From an optimization exercise on the open Yosys and OpenROAD flow, aimed at small area, a short achievable clock period and few clock cycles; shortcuts taken in it are not production practice. In this exercise RTL edits were held to simulation tests only and were not proved equivalent to the original.

### flow/design.v
package bmcd_pkg;
    localparam int VOLT_W = 13;
    localparam int PCT_W = 7;
    localparam int TIME_W = 32;
    localparam int READ_W = 12;
    localparam int CAL_W = 16;
    localparam int RUN_W = 8;
    localparam int TMO_W = 16;
    localparam int ACT_W = 3;
    localparam int CFG_IDX_W = 3;
    localparam int CFG_DATA_W = 32;
    localparam int NUM_W = 21;
    localparam int DEN_W = 14;
    localparam int DIV_CNT_W = 5;
    localparam logic [TIME_W-1:0] TREND_AGE_MS = 32'd90000;
    localparam logic [VOLT_W:0] TREND_RISE_MV = 14'd30;
    localparam logic [VOLT_W:0] TREND_FALL_MV = 14'd90;
    localparam logic [VOLT_W-1:0] TREND_HIGH_MV = 13'd4000;
    localparam logic [VOLT_W-1:0] SPIKE_MV = 13'd500;
    localparam logic [VOLT_W:0] PLUG_MV = 14'd250;
    localparam logic [VOLT_W:0] UNPLUG_MV = 14'd200;
    localparam logic [VOLT_W-1:0] CRITICAL_MV = 13'd3000;
    localparam logic [TMO_W-1:0] MS_PER_MIN = 16'd60000;
    localparam logic [PCT_W-1:0] PCT_FULL = 7'd100;
    localparam logic [7:0] PCT_SCALE = 8'd200;
    localparam logic [RUN_W-1:0] RUN_MAX = 8'd255;
    typedef enum logic [ACT_W-1:0] {
        ACT_UPDATE   = 3'd0,
        ACT_QUERY    = 3'd1,
        ACT_REFRESH  = 3'd2,
        ACT_ACTIVITY = 3'd3,
        ACT_INIT     = 3'd4
    } action_t;
    typedef enum logic [CFG_IDX_W-1:0] {
        CFG_FULL_MV      = 3'd0,
        CFG_EMPTY_MV     = 3'd1,
        CFG_CALIBRATION  = 3'd2,
        CFG_HIST_INTV    = 3'd3,
        CFG_CACHE_DUR    = 3'd4,
        CFG_GRACE        = 3'd5,
        CFG_CRIT_CONFIRM = 3'd6,
        CFG_SLEEP_TMO    = 3'd7
    } cfg_index_t;
    typedef enum logic [3:0] {
        ST_IDLE,
        ST_DECODE,
        ST_PUSH_STALE,
        ST_PUSH,
        ST_TREND,
        ST_CRIT_STALE,
        ST_CRITICAL,
        ST_SLEEP,
        ST_INIT_FILL,
        ST_MEAS_MUL,
        ST_MEAS_APPLY,
        ST_MEAS_PCT,
        ST_MEAS_DIV,
        ST_FINISH
    } state_t;
    typedef enum logic [1:0] {
        PH_PUSH,
        PH_CRIT,
        PH_DONE,
        PH_INIT
    } phase_t;
    typedef struct packed {
        logic capture;
        logic mul;
        logic apply;
        logic pct_init;
        logic div_step;
        logic push;
        logic trend;
        logic crit;
        logic sleep;
        logic activity;
        logic init_fill;
        logic load_out;
    } cmd_t;
    typedef struct packed {
        logic [ACT_W-1:0] action;
        logic push_due;
        logic stale;
        logic div_done;
    } status_t;
endpackage
module bmcd_ctrl (
    input  logic             clk,
    input  logic             rst_n,
    input  logic             in_valid,
    output logic             in_ready,
    output logic             out_valid,
    input  logic             out_ready,
    input  bmcd_pkg::status_t status,
    output bmcd_pkg::cmd_t    cmd
);
    bmcd_pkg::state_t state_reg;
    bmcd_pkg::state_t state_next;
    bmcd_pkg::phase_t phase_reg;
    bmcd_pkg::phase_t phase_next;
    logic out_valid_reg, out_valid_next;
    always_ff @(posedge clk or negedge rst_n)
    begin
        if (!rst_n)
        begin
            state_reg <= bmcd_pkg::ST_IDLE;
            phase_reg <= bmcd_pkg::PH_DONE;
            out_valid_reg <= 1'b0;
        end
        else
        begin
            state_reg <= state_next;
            phase_reg <= phase_next;
            out_valid_reg <= out_valid_next;
        end
    end
    always_comb
    begin
        state_next = state_reg;
        phase_next = phase_reg;
        cmd = '0;
        out_valid_next = out_valid_reg && !out_ready;
        unique case (state_reg)
            bmcd_pkg::ST_IDLE:
            begin
                if (in_valid)
                begin
                    cmd.capture = 1'b1;
                    state_next = bmcd_pkg::ST_DECODE;
                end
            end
            bmcd_pkg::ST_DECODE:
            begin
                if (status.action == bmcd_pkg::ACT_UPDATE)
                begin
                    state_next = status.push_due ? bmcd_pkg::ST_PUSH_STALE : bmcd_pkg::ST_CRIT_STALE;
                end
                else if (status.action == bmcd_pkg::ACT_QUERY)
                begin
                    phase_next = bmcd_pkg::PH_DONE;
                    state_next = status.stale ? bmcd_pkg::ST_MEAS_MUL : bmcd_pkg::ST_FINISH;
                end
                else if (status.action == bmcd_pkg::ACT_REFRESH)
                begin
                    phase_next = bmcd_pkg::PH_DONE;
                    state_next = bmcd_pkg::ST_MEAS_MUL;
                end
                else if (status.action == bmcd_pkg::ACT_ACTIVITY)
                begin
                    cmd.activity = 1'b1;
                    state_next = bmcd_pkg::ST_FINISH;
                end
                else if (status.action == bmcd_pkg::ACT_INIT)
                begin
                    phase_next = bmcd_pkg::PH_INIT;
                    state_next = bmcd_pkg::ST_MEAS_MUL;
                end
                else
                begin
                    state_next = bmcd_pkg::ST_FINISH;
                end
            end
            bmcd_pkg::ST_PUSH_STALE:
            begin
                phase_next = bmcd_pkg::PH_PUSH;
                state_next = status.stale ? bmcd_pkg::ST_MEAS_MUL : bmcd_pkg::ST_PUSH;
            end
            bmcd_pkg::ST_PUSH:
            begin
                cmd.push = 1'b1;
                state_next = bmcd_pkg::ST_TREND;
            end
            bmcd_pkg::ST_TREND:
            begin
                cmd.trend = 1'b1;
                state_next = bmcd_pkg::ST_CRIT_STALE;
            end
            bmcd_pkg::ST_CRIT_STALE:
            begin
                phase_next = bmcd_pkg::PH_CRIT;
                state_next = status.stale ? bmcd_pkg::ST_MEAS_MUL : bmcd_pkg::ST_CRITICAL;
            end
            bmcd_pkg::ST_CRITICAL:
            begin
                cmd.crit = 1'b1;
                state_next = bmcd_pkg::ST_SLEEP;
            end
            bmcd_pkg::ST_SLEEP:
            begin
                cmd.sleep = 1'b1;
                state_next = bmcd_pkg::ST_FINISH;
            end
            bmcd_pkg::ST_INIT_FILL:
            begin
                cmd.init_fill = 1'b1;
                state_next = bmcd_pkg::ST_FINISH;
            end
            bmcd_pkg::ST_MEAS_MUL:
            begin
                cmd.mul = 1'b1;
                state_next = bmcd_pkg::ST_MEAS_APPLY;
            end
            bmcd_pkg::ST_MEAS_APPLY:
            begin
                cmd.apply = 1'b1;
                state_next = bmcd_pkg::ST_MEAS_PCT;
            end
            bmcd_pkg::ST_MEAS_PCT:
            begin
                cmd.pct_init = 1'b1;
                state_next = bmcd_pkg::ST_MEAS_DIV;
            end
            bmcd_pkg::ST_MEAS_DIV:
            begin
                if (!status.div_done)
                begin
                    cmd.div_step = 1'b1;
                end
                else
                begin
                    unique case (phase_reg)
                        bmcd_pkg::PH_PUSH: state_next = bmcd_pkg::ST_PUSH;
                        bmcd_pkg::PH_CRIT: state_next = bmcd_pkg::ST_CRITICAL;
                        bmcd_pkg::PH_INIT: state_next = bmcd_pkg::ST_INIT_FILL;
                        bmcd_pkg::PH_DONE: state_next = bmcd_pkg::ST_FINISH;
                        default: state_next = bmcd_pkg::ST_FINISH;
                    endcase
                end
            end
            bmcd_pkg::ST_FINISH:
            begin
                if (!out_valid_reg || out_ready)
                begin
                    cmd.load_out = 1'b1;
                    out_valid_next = 1'b1;
                    state_next = bmcd_pkg::ST_IDLE;
                end
            end
            default: state_next = bmcd_pkg::ST_IDLE;
        endcase
    end
    assign in_ready = (state_reg == bmcd_pkg::ST_IDLE);
    assign out_valid = out_valid_reg;
endmodule
module bmcd_datapath #(
    parameter int HISTORY_DEPTH = 5
) (
    input  logic                                clk,
    input  logic                                rst_n,
    input  logic                                cfg_wr_en,
    input  logic [bmcd_pkg::CFG_IDX_W-1:0]      cfg_index,
    input  logic [bmcd_pkg::CFG_DATA_W-1:0]     cfg_data,
    input  logic [bmcd_pkg::ACT_W-1:0]          in_action,
    input  logic [bmcd_pkg::TIME_W-1:0]         in_now_ms,
    input  logic [bmcd_pkg::READ_W-1:0]         in_reading_mv,
    input  bmcd_pkg::cmd_t                      cmd,
    output bmcd_pkg::status_t                   status,
    output logic [bmcd_pkg::VOLT_W-1:0]         out_voltage_mv,
    output logic [bmcd_pkg::PCT_W-1:0]          out_percent,
    output logic                                out_charging,
    output logic                                out_shutdown_request,
    output logic                                out_sleep_request
);
    localparam int SLOT_W = $clog2(HISTORY_DEPTH);
    localparam logic [SLOT_W-1:0] SLOT_LAST = SLOT_W'(HISTORY_DEPTH - 1);
    logic [bmcd_pkg::VOLT_W-1:0] full_reg, empty_reg;
    logic [bmcd_pkg::CAL_W-1:0] cal_reg;
    logic [bmcd_pkg::TIME_W-1:0] hist_intv_reg, cache_dur_reg, grace_reg;
    logic [bmcd_pkg::RUN_W-1:0] confirm_reg;
    logic [bmcd_pkg::TMO_W-1:0] sleep_tmo_reg;
    logic [bmcd_pkg::TIME_W-1:0] sleep_limit_reg;
    logic [bmcd_pkg::ACT_W-1:0] action_reg;
    logic [bmcd_pkg::TIME_W-1:0] now_reg;
    logic [bmcd_pkg::READ_W-1:0] reading_reg;
    logic [bmcd_pkg::READ_W+bmcd_pkg::CAL_W-1:0] prod_reg;
    logic [bmcd_pkg::VOLT_W-1:0] cv_reg, cv_next;
    logic [bmcd_pkg::PCT_W-1:0] pct_reg, pct_next;
    logic chg_reg, chg_next;
    logic [bmcd_pkg::VOLT_W-1:0] prior_reg, prior_next;
    logic [bmcd_pkg::VOLT_W-1:0] lg_reg, lg_next;
    logic [bmcd_pkg::TIME_W-1:0] read_time_reg, read_time_next;
    logic [bmcd_pkg::TIME_W-1:0] push_time_reg, push_time_next;
    logic [SLOT_W-1:0] slot_reg, slot_next;
    logic [bmcd_pkg::VOLT_W-1:0] hist_v_reg [HISTORY_DEPTH];
    logic [bmcd_pkg::VOLT_W-1:0] hist_v_next [HISTORY_DEPTH];
    logic [bmcd_pkg::TIME_W-1:0] hist_t_reg [HISTORY_DEPTH];
    logic [bmcd_pkg::TIME_W-1:0] hist_t_next [HISTORY_DEPTH];
    logic [bmcd_pkg::TIME_W-1:0] seen_reg, seen_next;
    logic [bmcd_pkg::RUN_W-1:0] run_reg, run_next;
    logic [bmcd_pkg::TIME_W-1:0] act_time_reg, act_time_next;
    logic shut_reg, shut_next;
    logic sleep_reg, sleep_next;
    logic [bmcd_pkg::NUM_W-1:0] num_reg, num_next;
    logic [bmcd_pkg::DEN_W-1:0] den_reg, den_next;
    logic [bmcd_pkg::DEN_W-1:0] rem_reg, rem_next;
    logic [bmcd_pkg::DIV_CNT_W-1:0] cnt_reg, cnt_next;
    logic [bmcd_pkg::VOLT_W-1:0] out_v_reg;
    logic [bmcd_pkg::PCT_W-1:0] out_pct_reg;
    logic out_chg_reg, out_shut_reg, out_sleep_reg;
    logic [bmcd_pkg::READ_W+bmcd_pkg::CAL_W:0] round_sum;
    logic [bmcd_pkg::READ_W+bmcd_pkg::CAL_W-13:0] raw_v;
    logic [bmcd_pkg::VOLT_W-1:0] clamp_v, meas_v, spike_diff, span;
    logic [bmcd_pkg::DEN_W:0] trial;
    logic [SLOT_W-1:0] slot_eff;
    logic [bmcd_pkg::RUN_W-1:0] run_inc;
    logic [bmcd_pkg::VOLT_W-1:0] old_v;
    logic [bmcd_pkg::TIME_W-1:0] old_t;
    logic meas_chg;
    always_ff @(posedge clk or negedge rst_n)
    begin
        if (!rst_n)
        begin
            full_reg <= 13'd4200;
            empty_reg <= 13'd3300;
            cal_reg <= 16'd16384;
            hist_intv_reg <= 32'd30000;
            cache_dur_reg <= 32'd5000;
            grace_reg <= 32'd60000;
            confirm_reg <= 8'd3;
            sleep_tmo_reg <= '0;
            sleep_limit_reg <= '0;
        end
        else
        begin
            sleep_limit_reg <= sleep_tmo_reg * bmcd_pkg::MS_PER_MIN;
            if (cfg_wr_en)
            begin
                unique case (cfg_index)
                    bmcd_pkg::CFG_FULL_MV:      full_reg <= cfg_data[bmcd_pkg::VOLT_W-1:0];
                    bmcd_pkg::CFG_EMPTY_MV:     empty_reg <= cfg_data[bmcd_pkg::VOLT_W-1:0];
                    bmcd_pkg::CFG_CALIBRATION:  cal_reg <= cfg_data[bmcd_pkg::CAL_W-1:0];
                    bmcd_pkg::CFG_HIST_INTV:    hist_intv_reg <= cfg_data;
                    bmcd_pkg::CFG_CACHE_DUR:    cache_dur_reg <= cfg_data;
                    bmcd_pkg::CFG_GRACE:        grace_reg <= cfg_data;
                    bmcd_pkg::CFG_CRIT_CONFIRM: confirm_reg <= cfg_data[bmcd_pkg::RUN_W-1:0];
                    bmcd_pkg::CFG_SLEEP_TMO:    sleep_tmo_reg <= cfg_data[bmcd_pkg::TMO_W-1:0];
                    default:          full_reg <= full_reg;
                endcase
            end
        end
    end
    always_ff @(posedge clk)
    begin
        if (cmd.capture)
        begin
            action_reg <= in_action;
            now_reg <= in_now_ms;
            reading_reg <= in_reading_mv;
        end
        if (cmd.mul)
        begin
            prod_reg <= reading_reg * cal_reg;
        end
        num_reg <= num_next;
        den_reg <= den_next;
        rem_reg <= rem_next;
        if (cmd.load_out)
        begin
            out_v_reg <= cv_reg;
            out_pct_reg <= pct_reg;
            out_chg_reg <= chg_reg;
            out_shut_reg <= shut_reg;
            out_sleep_reg <= sleep_reg;
        end
    end
    always_ff @(posedge clk or negedge rst_n)
    begin
        if (!rst_n)
        begin
            cv_reg <= '0;
            pct_reg <= '0;
            chg_reg <= 1'b0;
            prior_reg <= '0;
            lg_reg <= '0;
            read_time_reg <= '0;
            push_time_reg <= '0;
            slot_reg <= '0;
            for (int i = 0; i < HISTORY_DEPTH; i++)
            begin
                hist_v_reg[i] <= '0;
                hist_t_reg[i] <= '0;
            end
            seen_reg <= '0;
            run_reg <= '0;
            act_time_reg <= '0;
            shut_reg <= 1'b0;
            sleep_reg <= 1'b0;
            cnt_reg <= '0;
        end
        else
        begin
            cv_reg <= cv_next;
            pct_reg <= pct_next;
            chg_reg <= chg_next;
            prior_reg <= prior_next;
            lg_reg <= lg_next;
            read_time_reg <= read_time_next;
            push_time_reg <= push_time_next;
            slot_reg <= slot_next;
            for (int i = 0; i < HISTORY_DEPTH; i++)
            begin
                hist_v_reg[i] <= hist_v_next[i];
                hist_t_reg[i] <= hist_t_next[i];
            end
            seen_reg <= seen_next;
            run_reg <= run_next;
            act_time_reg <= act_time_next;
            shut_reg <= shut_next;
            sleep_reg <= sleep_next;
            cnt_reg <= cnt_next;
        end
    end
    always_comb
    begin
        round_sum = {1'b0, prod_reg} + (bmcd_pkg::READ_W+bmcd_pkg::CAL_W+1)'(4096);
        raw_v = round_sum[bmcd_pkg::READ_W+bmcd_pkg::CAL_W:13];
        clamp_v = (raw_v > {3'b000, full_reg}) ? full_reg : raw_v[bmcd_pkg::VOLT_W-1:0];
        spike_diff = (clamp_v >= lg_reg) ? clamp_v - lg_reg : lg_reg - clamp_v;
        meas_v = (lg_reg != '0 && spike_diff > bmcd_pkg::SPIKE_MV) ? lg_reg : clamp_v;
        meas_chg = (action_reg == bmcd_pkg::ACT_REFRESH) ? 1'b0 : chg_reg;
        span = full_reg - empty_reg;
        trial = {rem_reg, num_reg[bmcd_pkg::NUM_W-1]};
        slot_eff = (32'(slot_reg) < HISTORY_DEPTH) ? slot_reg : '0;
        run_inc = (run_reg < bmcd_pkg::RUN_MAX) ? run_reg + 8'd1 : run_reg;
        old_v = hist_v_reg[slot_reg];
        old_t = hist_t_reg[slot_reg];
        cv_next = cv_reg;
        pct_next = pct_reg;
        chg_next = chg_reg;
        prior_next = prior_reg;
        lg_next = lg_reg;
        read_time_next = read_time_reg;
        push_time_next = push_time_reg;
        slot_next = slot_reg;
        for (int i = 0; i < HISTORY_DEPTH; i++)
        begin
            hist_v_next[i] = hist_v_reg[i];
            hist_t_next[i] = hist_t_reg[i];
        end
        seen_next = seen_reg;
        run_next = run_reg;
        act_time_next = act_time_reg;
        shut_next = shut_reg;
        sleep_next = sleep_reg;
        num_next = num_reg;
        den_next = den_reg;
        rem_next = rem_reg;
        cnt_next = cnt_reg;
        if (cmd.capture)
        begin
            shut_next = 1'b0;
            sleep_next = 1'b0;
        end
        if (cmd.apply)
        begin
            if (lg_reg == '0 || spike_diff <= bmcd_pkg::SPIKE_MV)
            begin
                lg_next = clamp_v;
            end
            chg_next = meas_chg;
            if (prior_reg != '0 && {1'b0, meas_v} > {1'b0, prior_reg} + bmcd_pkg::PLUG_MV)
            begin
                chg_next = 1'b1;
                seen_next = now_reg;
            end
            else if (prior_reg != '0 && {1'b0, meas_v} + bmcd_pkg::UNPLUG_MV < {1'b0, prior_reg})
            begin
                chg_next = 1'b0;
            end
            prior_next = meas_v;
            cv_next = meas_v;
            read_time_next = now_reg;
        end
        if (cmd.pct_init)
        begin
            rem_next = '0;
            den_next = {span, 1'b0};
            if (cv_reg >= full_reg)
            begin
                pct_next = bmcd_pkg::PCT_FULL;
                cnt_next = '0;
            end
            else if (cv_reg <= empty_reg)
            begin
                pct_next = '0;
                cnt_next = '0;
            end
            else
            begin
                num_next = bmcd_pkg::NUM_W'(cv_reg - empty_reg) * bmcd_pkg::NUM_W'(bmcd_pkg::PCT_SCALE)
                           + bmcd_pkg::NUM_W'(span);
                cnt_next = bmcd_pkg::DIV_CNT_W'(bmcd_pkg::NUM_W);
            end
        end
        if (cmd.div_step)
        begin
            if (trial >= {1'b0, den_reg})
            begin
                rem_next = bmcd_pkg::DEN_W'(trial - {1'b0, den_reg});
                num_next = {num_reg[bmcd_pkg::NUM_W-2:0], 1'b1};
            end
            else
            begin
                rem_next = trial[bmcd_pkg::DEN_W-1:0];
                num_next = {num_reg[bmcd_pkg::NUM_W-2:0], 1'b0};
            end
            cnt_next = cnt_reg - 5'd1;
            if (cnt_reg == 5'd1)
            begin
                pct_next = num_next[bmcd_pkg::PCT_W-1:0];
            end
        end
        if (cmd.push)
        begin
            hist_v_next[slot_eff] = cv_reg;
            hist_t_next[slot_eff] = now_reg;
            slot_next = (slot_eff == SLOT_LAST) ? '0 : slot_eff + 1'b1;
            push_time_next = now_reg;
        end
        if (cmd.trend)
        begin
            if (old_t != '0 && (now_reg - old_t) >= bmcd_pkg::TREND_AGE_MS)
            begin
                if ({1'b0, cv_reg} > {1'b0, old_v} + bmcd_pkg::TREND_RISE_MV)
                begin
                    chg_next = 1'b1;
                    seen_next = now_reg;
                end
                else if (cv_reg < bmcd_pkg::TREND_HIGH_MV
                         && {1'b0, cv_reg} + bmcd_pkg::TREND_FALL_MV < {1'b0, old_v})
                begin
                    chg_next = 1'b0;
                end
            end
        end
        if (cmd.crit)
        begin
            if (seen_reg != '0 && (now_reg - seen_reg) < grace_reg)
            begin
                run_next = '0;
            end
            else if (cv_reg <= bmcd_pkg::CRITICAL_MV && !chg_reg)
            begin
                run_next = run_inc;
                shut_next = (run_inc >= confirm_reg);
            end
            else
            begin
                run_next = '0;
            end
        end
        if (cmd.sleep)
        begin
            sleep_next = !shut_reg && sleep_tmo_reg != '0 && !chg_reg
                         && (now_reg - act_time_reg) >= sleep_limit_reg;
        end
        if (cmd.activity)
        begin
            act_time_next = now_reg;
        end
        if (cmd.init_fill)
        begin
            for (int i = 0; i < HISTORY_DEPTH; i++)
            begin
                hist_v_next[i] = cv_reg;
                hist_t_next[i] = now_reg;
            end
            push_time_next = now_reg;
            act_time_next = now_reg;
        end
    end
    assign status.action = action_reg;
    assign status.push_due = (now_reg - push_time_reg) >= hist_intv_reg;
    assign status.stale = (now_reg - read_time_reg) >= cache_dur_reg;
    assign status.div_done = (cnt_reg == '0);
    assign out_voltage_mv = out_v_reg;
    assign out_percent = out_pct_reg;
    assign out_charging = out_chg_reg;
    assign out_shutdown_request = out_shut_reg;
    assign out_sleep_request = out_sleep_reg;
endmodule
module battery_monitor_charge_detect #(
    parameter int HISTORY_DEPTH = 5
) (
    input  logic                              clk,
    input  logic                              rst_n,
    input  logic                              cfg_wr_en,
    input  logic [bmcd_pkg::CFG_IDX_W-1:0]    cfg_index,
    input  logic [bmcd_pkg::CFG_DATA_W-1:0]   cfg_data,
    input  logic                              in_valid,
    output logic                              in_ready,
    input  logic [2:0]                        in_action,
    input  logic [31:0]                       in_now_ms,
    input  logic [11:0]                       in_reading_mv,
    output logic                              out_valid,
    input  logic                              out_ready,
    output logic [12:0]                       out_voltage_mv,
    output logic [6:0]                        out_percent,
    output logic                              out_charging,
    output logic                              out_shutdown_request,
    output logic                              out_sleep_request
);
    bmcd_pkg::cmd_t cmd;
    bmcd_pkg::status_t status;
    bmcd_ctrl u_ctrl (
        .clk       (clk),
        .rst_n     (rst_n),
        .in_valid  (in_valid),
        .in_ready  (in_ready),
        .out_valid (out_valid),
        .out_ready (out_ready),
        .status    (status),
        .cmd       (cmd)
    );
    bmcd_datapath #(
        .HISTORY_DEPTH (HISTORY_DEPTH)
    ) u_datapath (
        .clk                  (clk),
        .rst_n                (rst_n),
        .cfg_wr_en            (cfg_wr_en),
        .cfg_index            (cfg_index),
        .cfg_data             (cfg_data),
        .in_action            (in_action),
        .in_now_ms            (in_now_ms),
        .in_reading_mv        (in_reading_mv),
        .cmd                  (cmd),
        .status               (status),
        .out_voltage_mv       (out_voltage_mv),
        .out_percent          (out_percent),
        .out_charging         (out_charging),
        .out_shutdown_request (out_shutdown_request),
        .out_sleep_request    (out_sleep_request)
    );
endmodule
### flow/run.sh
#!/bin/bash
# synth_recipe.tcl (not shown) runs the flow's synth.tcl, then flattens the netlist and writes it again
# the make line also repeats each setting of config.mk as NAME=value (left out here)
make -C /OpenROAD-flow-scripts/flow DESIGN_CONFIG=/design/flow/config.mk WORK_HOME=/design/flow/orfs CLKGATE_MAP_FILE= SYNTH_SCRIPT=/design/flow/synth_recipe.tcl finish
### flow/config.mk
export PLATFORM = sky130hd
export DESIGN_NAME = battery_monitor_charge_detect
export DESIGN_NICKNAME = battery_monitor_charge_detect
export VERILOG_FILES = /design/flow/design.v
export SDC_FILE = /design/flow/constraint.sdc
export NUM_CORES = 4
export LEC_CHECK = 0
export CAP_MARGIN = 20
export CORE_MARGIN = 2
export CORE_UTILIZATION = 40
export PLACE_DENSITY = 0.6
export SLEW_MARGIN = 20
### flow/constraint.sdc
create_clock -name core_clock -period 11.0 [get_ports {clk}]
set_input_delay 2.2000 -clock core_clock [delete_from_list [all_inputs] [get_ports {clk}]]
set_output_delay 2.2000 -clock core_clock [all_outputs]
set_load 0.01 [all_outputs]
==> impl_metrics.ini <==
[worst_setup_path]
cp_common_cell = o21a_1
start_kind = flop
crit_slowest_cell = ha_1
worstSetupPathType = flop to flop
cp_data_required_time_ns = 11.58
cpPeakStageDelay_ns = 0.50
end_kind = flop
worstPathArrival_ns = 10.84
crit_start = u_datapath.prod_reg[12]
r2r_start = u_datapath.prod_reg[12]
worstPathMaxFanout = 13

[placed_design]
dp.cells = 7569
hpwl_um = 113000
portBuffers = 111
gp_congestion = 0.882
place_ws_ns = 0.861

[yosys]
synth_mux_area_share_pct = 9.74
synth_top_area_cell = dfrtp_1
synth_compound_area_share_pct = 13.0
yosysTopAreaCellShare_pct = 25.4
synth-xor-area-share_pct = 4.09
synth_cell_types = 86
synth-simple-area-share_pct = 11.3
synthCells = 5671
ys_ff_latch = 735
avgSynthCellArea_um2 = 9.89
yosys-top-cells-count = 686 x inv_1, 631 x ha_1, 568 x dfrtp_1, 493 x nand2_1, 383 x o21ai_0
yosys-top-cells-area = dfrtp_1 25%, ha_1 14%, fa_1 7.9%
async_flop_share_pct = 81.8
synth_flop_cell = dfrtp_1
ys_warn_count = 6
synth_fa_ha_area_share_pct = 22.0
synth_edf_count = 134
ys_seq_area_share_pct = 34.1
syn_nets = 6611
syn-cell-area_um2 = 56100
synth_most_common_cell = inv_1
synth_top_family_by_area = adder cells

[sta]
hold_viol = 0
worst_slew_pin_slew_ns = 1.10
fin_crit_sh_pct = 93.3
drv_slew = 0
fin_setup_tns_ns = 0
rsz0062_at_grt = no
fin_worst_skew_ns = 0.0601
fin_crit_ns = 10.26
setup_viol = 0
fin_ws_ns = 0.738
fmax_ghz = 0.0974
slew_headroom_pct = 26.5

[clock_network]
cts_root_buf = clkbuf_16
clk_pin_slew_ns = 0.06
clk_latency_ns = 0.73
cts_max_level = 3
cts_num_sinks = 735
cts_tree = done
cts_buffer_depth = 3
cts_buffers = 89
cts_setup_buffers = 0

[status]
status = finished clean

[detailed_routing]
drc = 0
via_per_inst = 5.31
drtIter0Drc = 2701
drtPass1Iterations = 6
final_antenna_net_count = 0
vias = 41100
wire_per_inst_um = 19.6
wl_um = 151000

[grt]
grt_pass1_vias = 41300
grt_pass1_wl_um = 238000
antenna_found_initial = 10
grt_usage_pct = 21.4
grt_max_degree = 142
grt_overflow = 0

[floorplan]
rows = 137
core_region_area_um2 = 139000
die_x_um = 378
die_h_um = 378
initial_core_util_pct = 40.2
die-area_um2 = 143000
io_pins = 112

[layout]
fin_cells = 7738
layout.area.seq_um2 = 19100
syn2layout_area_growth_pct = 12.1
fill_cells = 13200
multiInputGateArea_um2 = 33800
utilization_pct = 45.1
layout.nets = 6724
drive_gt1_share_pct = 12.6
largest_reg_flops = 160

[min_path]
hp-class = flop to flop
hp-start = u_datapath.pct_reg[6]

[job]
maxCapViolCount = 0
-- cells in the final DEF (no fill, tap or decap), drive strengths merged, types with 26 or more instances in the layout --
| master | instances |
|---|---|
| a211oi | 30 |
| a21boi | 28 |
| a21o | 113 |
| a21oi | 276 |
| and2 | 74 |
| and3 | 36 |
| buf | 88 |
| clkbuf | 122 |
| clkdlybuf4s50 | 110 |
| clkinv | 26 |
| dfrtp | 568 |
| dfstp | 33 |
| edfxtp | 134 |
| fa | 222 |
| ha | 631 |
| inv | 688 |
| mux2 | 385 |
| mux2i | 46 |
| mux4 | 29 |
| nand2 | 493 |
| nand2b | 55 |
| nand3 | 100 |
| nand4 | 44 |
| nor2 | 276 |
| nor2b | 62 |
| nor3 | 78 |
| o21a | 88 |
| o21ai | 383 |
| o21bai | 37 |
| xnor2 | 185 |
| xor2 | 77 |
-- what timing repair did --
| action | in CTS | in global routing |
|---|---|---|
| gates resized for setup | 0 | 2 |
| endpoints found under the setup margin | 0 | 31 |
| hold buffers | 0 | 0 |
-- kinds of logic (layout without fill, tap and decap cells) --
family / after synthesis / count (layout)
DFF: 735 / 735
other: 0 / 4
buffers and inverters: 862 / 1049
xor gates and xnor gates: 262 / 262
AOI/OAI and AO/OA: 1164 / 1164
and+or+nand+nor: 1335 / 1335
muxes: 460 / 460
adders and majority gates: 853 / 853
-- per-stage QoR --
step | hold slack, ns | instance area (µm²)
floorplan | 0.419 | 56100
global placement | 0.438 | 59700
detailed placement | 0.443 | 59700
CTS | 0.456 | 62800
global route | 0.470 | 62800
finish | 0.458 | 62800
-- worst max-delay path, delay by kind of cell (launching register included) --
kind	cells	cell delay [ns]
AO/OA/AOI/OAI	26	5.84
XOR/XNOR	1	0.25
flip-flops	1	0.40
adder cells (fa/ha/maj)	4	1.37
AND/OR/NAND/NOR	11	1.78
buffers and inverters	2	0.50
-- routing by layer --
metal	global-route usage (%)	share of wire, %	vias to the layer above	routed length (µm)
met5	0	0	-	0
met4	4.46	1.8	0	2700
met3	3.31	4.8	157	7330
met2	35.4	47	758	70600
met1	29.7	47	20300	70700
li1	-	-	19900	-
-- final cells by class --
class	instances	area share, %
clock buffer	122	3.95
multi-input combinational	4074	53.9
sequential	735	30.4
inverter	686	4.10
timing repair buffer	198	2.88
clock inverter	43	1.02
tap	1876	3.74
antenna	4	0.0159
-- worst paths after layout --
check,to,slack [ns],cells after the start
max reg2reg,u_datapath.chg_reg,0.74,44
min reg2reg,u_datapath.out_pct_reg[6],0.46,0
max,u_datapath.chg_reg,0.74,44
max in group asynchronous,u_datapath.slot_reg[0],7.75,2
min,u_datapath.out_pct_reg[6],0.46,0
min in group asynchronous,u_datapath.read_time_reg[24],1.53,1
Testbench counts, summed over its fixed seeds: cycles 39,785.

## port drivers added, routing unchanged
The flow's constraints put no driver on any port. The routed layout listed below was extracted and timed again, unchanged, in two steps.
Step 1 sets driving cells, clkbuf_16 on the clock port and buf_2 on the other inputs (assumed; they add their load-dependent delay and slew).
Step 2 moves the port delays by t, midway between the first and last clock arrival at a register: inputs arrive t later, outputs are due t later. That takes back most of the time a late clock gives input paths.
Slacks: no drivers / after step 1 / after step 2; pairs: no drivers / after step 1.
shift t [ns]: 0.774
setup slack, ns: 0.738 / 0.738 / 0.738
hold slack, ns: 0.458 / 0.458 / 0.458
worst register clock-pin slew, ns: 0.06 / 0.06
cell pins on the clock port's net: 1
After both steps this run still meets setup and hold. The setup slack of this run moves by 0.000 ns with the drivers and by 0.000 ns with both steps.
